This design comes from an exercise in tuning for small area, a short achievable clock period and few clock cycles per item on the open sky130 flow, not from production work. Only simulation tests tie the RTL to the original design; equivalence was not proved.

## build 40
==> flow/design.v (excerpt) <==
module matvec3
(
    input  logic               clk,
    input  logic               reset,
    input  logic               input_valid,
    output logic               input_ready,
    input  logic signed [13:0] input_data,
    output logic               output_valid,
    input  logic               output_ready,
    output logic signed [27:0] output_data
);
    logic [3:0]         ph;        
    logic signed [13:0] ring [12];
    logic signed [13:0] ring0_d;
    logic signed [13:0] x_n;       
    logic [6:0]         one_q;     
    logic [6:0]         two_q;
    logic [6:0]         neg_q;
    logic [3:0]         wc;
    logic               active;    
    logic [3:0]         pi;        
    logic [1:0]         pc;        
    logic [1:0]         xl;        
    logic               fire_d;
    logic               first_d;
    logic               last_d;
    logic [27:0]        s_q;
    logic [27:0]        c_q;
    logic [27:0]        e_q;
    logic [27:0]        acc;
    logic [27:0]        s_d;
    logic [27:0]        c_d;
    logic [27:0]        e_d;
    logic [3:0]         pi_ph;     
    logic [3:0]         ph_n;
    logic [3:0]         wc_n;
    logic               active_n;
    logic [3:0]         pi_n;
    logic [1:0]         pc_n;
    logic [1:0]         xl_n;
    logic               ready_n;
    logic accept;
    logic fire;
    logic cancel;
    logic retire;
    function automatic logic slot_free(input logic [3:0] w, input logic act,
                                       input logic [3:0] p);
        if (w < 4'd9)       slot_free = !act || (p > w);
        else if (w == 4'd9) slot_free = !act;
        else                slot_free = 1'b1;
    endfunction
    assign accept      = input_valid && input_ready;
    assign pi_ph       = (pi < 4'd2) ? pi + 4'd10 : pi - 4'd2;
    assign cancel      = fire_d && first_d && output_valid && !output_ready;
    assign retire      = fire_d && !cancel;
    assign fire        = active && (ph == pi_ph) && (xl > pc) && !cancel;
  ...
clock: 7.0 ns
lec_check: 0
abc_area: 1
cap_margin: 20
core_margin: 2
core_utilization: 40
cts_buf_list: sky130_fd_sc_hd__clkbuf_8
cts_cluster_size: 40
setup_slack_margin: 4.1
slew_margin: 20
standard.sh (not shown) runs the stock make flow with config.mk's settings and CLKGATE_MAP_FILE= SYNTH_SCRIPT=/design/flow/synth_recipe.tcl, a recipe that flattens the netlist after the stock synthesis.
==> flow/flow/run.sh <==
#!/bin/bash
# The standard layout (standard.sh) with two changes:
# - clock tree synthesis adds no dummy loads to balance the tree;
# - the port buffers are buf_1 cells.
set -o pipefail
export CTS_ARGS="-sink_clustering_enable -repair_clock_nets -sink_clustering_size 40 -buf_list sky130_fd_sc_hd__clkbuf_8 -dont_use_dummy_load"
export BUFFER_PORTS_ARGS="-buffer_cell sky130_fd_sc_hd__buf_1"
export RECOVER_POWER=100
bash standard.sh > standard.log 2>&1
Completing all stages was not enough for build 40: its layout failed the final checks because of capacitance limit, slew limit.
Testbench counts of build 40, summed over its fixed seeds: cycles 4,680, items 1,152.
The inputs of build 36 differ from those of build 40 as listed below.
- a change of SETUP_SLACK_MARGIN from 4.1 to 4.5
diff --git a/flow/flow/run.sh b/flow/flow/run.sh
--- a/flow/flow/run.sh
+++ b/flow/flow/run.sh
@@ -7,3 +7,2 @@
 export BUFFER_PORTS_ARGS="-buffer_cell sky130_fd_sc_hd__buf_1"
-export RECOVER_POWER=100
 bash standard.sh > standard.log 2>&1
## What came out
The fmax of build 36 exceeds that of build 40 by 100 MHz.
Build 40 → build 36: share of the clock period used by the worst path decreased by 17 points relative to the old numbers, utilization increased by 8.0 points relative to the old numbers, fraction of standard cell area in multi-input logic closely matched the old numbers.
Min number of clock buffer instances in the layout across build 40 and build 36: build 36
Number of non-clock buffers: build 36 vs build 40 up 132
Build 36 was carried through to the last stage, and its layout satisfied the timing, DRC and antenna checks.
Edits applied to the flow inputs when going from build 36 to build 73:
- swapping 4.5 for 4.1 in SETUP_SLACK_MARGIN
- Build 73: all stages complete, timing, DRC and antenna checks passed
- Build 73 vs build 36 — post-placement setup slack rose 15 ps.
- Build 73 ends up with a overall track demand over capacity in global routing that is 2.4 points lower than in build 36.
- Non-clock buffer count (build 73 vs. build 36) decreases by more than half
- Clock-buffer cell count: build 73 vs build 36 up about 2%
- The worst hold slack of build 36 and that of build 73 are within noise of each other.
- Build 73 against build 36: sum of routed wire length over all layers lost 16%; total vias in the final route lost 1225.
- Build 73 against build 36: number of multi-input logic gates ~0 delta.
- Compared with build 36, build 73 shows a clock tree cell share of total cell area that is 0.66 points higher.
Relative to build 73, the following input files were edited for build 8:
- removing CTS_CLUSTER_SIZE (formerly 40)
- removing CTS_BUF_LIST (formerly sky130_fd_sc_hd__clkbuf_8)
==> flow/flow/run.sh <==
#!/bin/bash
# The standard layout (standard.sh) with two changes:
# - clock tree synthesis adds no dummy loads to balance the tree, and
#   clusters up to 26 flip-flops within 140 um per leaf buffer;
# - the port buffers are buf_1 cells.
set -o pipefail
export CTS_ARGS="-sink_clustering_enable -repair_clock_nets -sink_clustering_size 26 -sink_clustering_max_diameter 140 -buf_list sky130_fd_sc_hd__clkbuf_16 -dont_use_dummy_load"
export BUFFER_PORTS_ARGS="-buffer_cell sky130_fd_sc_hd__buf_1"
bash standard.sh > standard.log 2>&1
Findings:
- Build 73 → build 8: portion of the layout cell area used by clock cells moved down; area growth from synthesis to layout moved down; final cell count moved down.
- Build 73 reports its cell with the largest stage delay on the worst path as dfxtp_2 while build 8 reports fa_1.
- Build 8 vs build 73, insertion delay of the later-clocked pin in the worst-skew pair went down by 70 ps.
- In the flow results for build 8 and build 73, the combined global-route utilization of all metal layers is smaller on build 8.
[inputs] build 24 vs build 8
- CTS_BUF_LIST now sky130_fd_sc_hd__clkbuf_4, previously not set
- CTS_CLUSTER_SIZE now 40, previously not set
==> flow/run.sh (new file) <==
#!/bin/bash
# synth_recipe.tcl (not shown) runs the flow's synth.tcl, then flattens the netlist and writes it again
# the make line also repeats each setting of config.mk as NAME=value (left out here)
make -C /OpenROAD-flow-scripts/flow DESIGN_CONFIG=/design/flow/config.mk WORK_HOME=/design/flow/orfs CLKGATE_MAP_FILE= SYNTH_SCRIPT=/design/flow/synth_recipe.tcl finish
removed: flow/flow/run.sh
removed: flow/standard.sh
Results
Area after detailed placement went up slightly going from build 8 to build 24.
Re final cell count: build 8 was lower than build 24.
A cell with the largest stage delay on the worst path of clkdlybuf4s50_1 is what build 24 shows, while fa_1 belongs to build 8.
Compared with build 8, in build 24 share of the cycle needed by the critical path after routing shows an increase of 3.0 points; critical path depth shows an increase of 3; slack of the critical path shows a reduction of 210 ps.
Edits applied to the flow inputs when going from build 24 to build 81:
- CTS_CLUSTER_SIZE no longer set, was 40
- CTS_BUF_LIST no longer set, was sky130_fd_sc_hd__clkbuf_4
==> flow/flow/run.sh (new file) <==
#!/bin/bash
# The standard layout (standard.sh) with two changes:
# - clock tree synthesis adds no dummy loads to balance the tree, and
#   clusters up to 20 flip-flops within 110 um per leaf buffer;
# - the port buffers are buf_1 cells.
set -o pipefail
export CTS_ARGS="-sink_clustering_enable -repair_clock_nets -sink_clustering_size 20 -sink_clustering_max_diameter 110 -buf_list sky130_fd_sc_hd__clkbuf_16 -dont_use_dummy_load"
export BUFFER_PORTS_ARGS="-buffer_cell sky130_fd_sc_hd__buf_1"
bash standard.sh > standard.log 2>&1
==> flow/standard.sh (new file) <==
#!/bin/bash
# synth_recipe.tcl (not shown) runs the flow's synth.tcl, then flattens the netlist and writes it again
# the make line also repeats each setting of config.mk as NAME=value (left out here)
make -C /OpenROAD-flow-scripts/flow DESIGN_CONFIG=/design/flow/config.mk WORK_HOME=/design/flow/orfs CLKGATE_MAP_FILE= SYNTH_SCRIPT=/design/flow/synth_recipe.tcl "${@:-finish}"
removed: flow/run.sh
Build 24 closes out successfully: all stages finished, all timing, DRC and antenna checks passed.
Build 81 did not stop at any stage, and its layout met the timing, DRC and antenna checks.
Diff build 24 -> build 81: setup slack higher, final cycle utilization of the critical path lower, count of placed standard cells in the final layout, fillers left out lower, final routed wirelength across all metal layers lower.
Going from build 24 to build 81, amount of wire on met3 after detailed routing shows a reduction of about 15%; first-pass GRT wire length shows a reduction of 5.4%; full die area shows no meaningful change.

-- port drivers added, routing unchanged --
No port has a modelled driver above. Below, the same layouts with a new extraction and two added sets of constraints. Step 1 assumes that a clkbuf_16 drives the clock port and a buf_2 every other input. Step 2 also shifts input and output timing later by t, the mid clock arrival at the registers, as if the neighbouring blocks saw the same clock. Three values: no drivers, after step 1, after step 2; two values: the first two.
run	t (ns)	slack for setup (ns)	hold slack, ns
build 40	0.582	2.981 / 2.981 / 2.834	0.311 / 0.311 / 0.311
build 36	0.601	4.158 / 4.158 / 3.913	0.312 / 0.312 / 0.312
build 73	0.582	4.152 / 4.152 / 3.733	0.311 / 0.311 / 0.311
build 8	0.536	4.126 / 4.126 / 3.751	0.274 / 0.274 / 0.274
build 24	0.728	3.915 / 3.939 / 3.211	0.284 / 0.284 / 0.284
build 81	0.541	4.158 / 4.158 / 3.787	0.292 / 0.292 / 0.292
For build 24, which loses most, drivers alone change the setup slack by +0.024 ns; drivers and shift together by -0.704 ns.
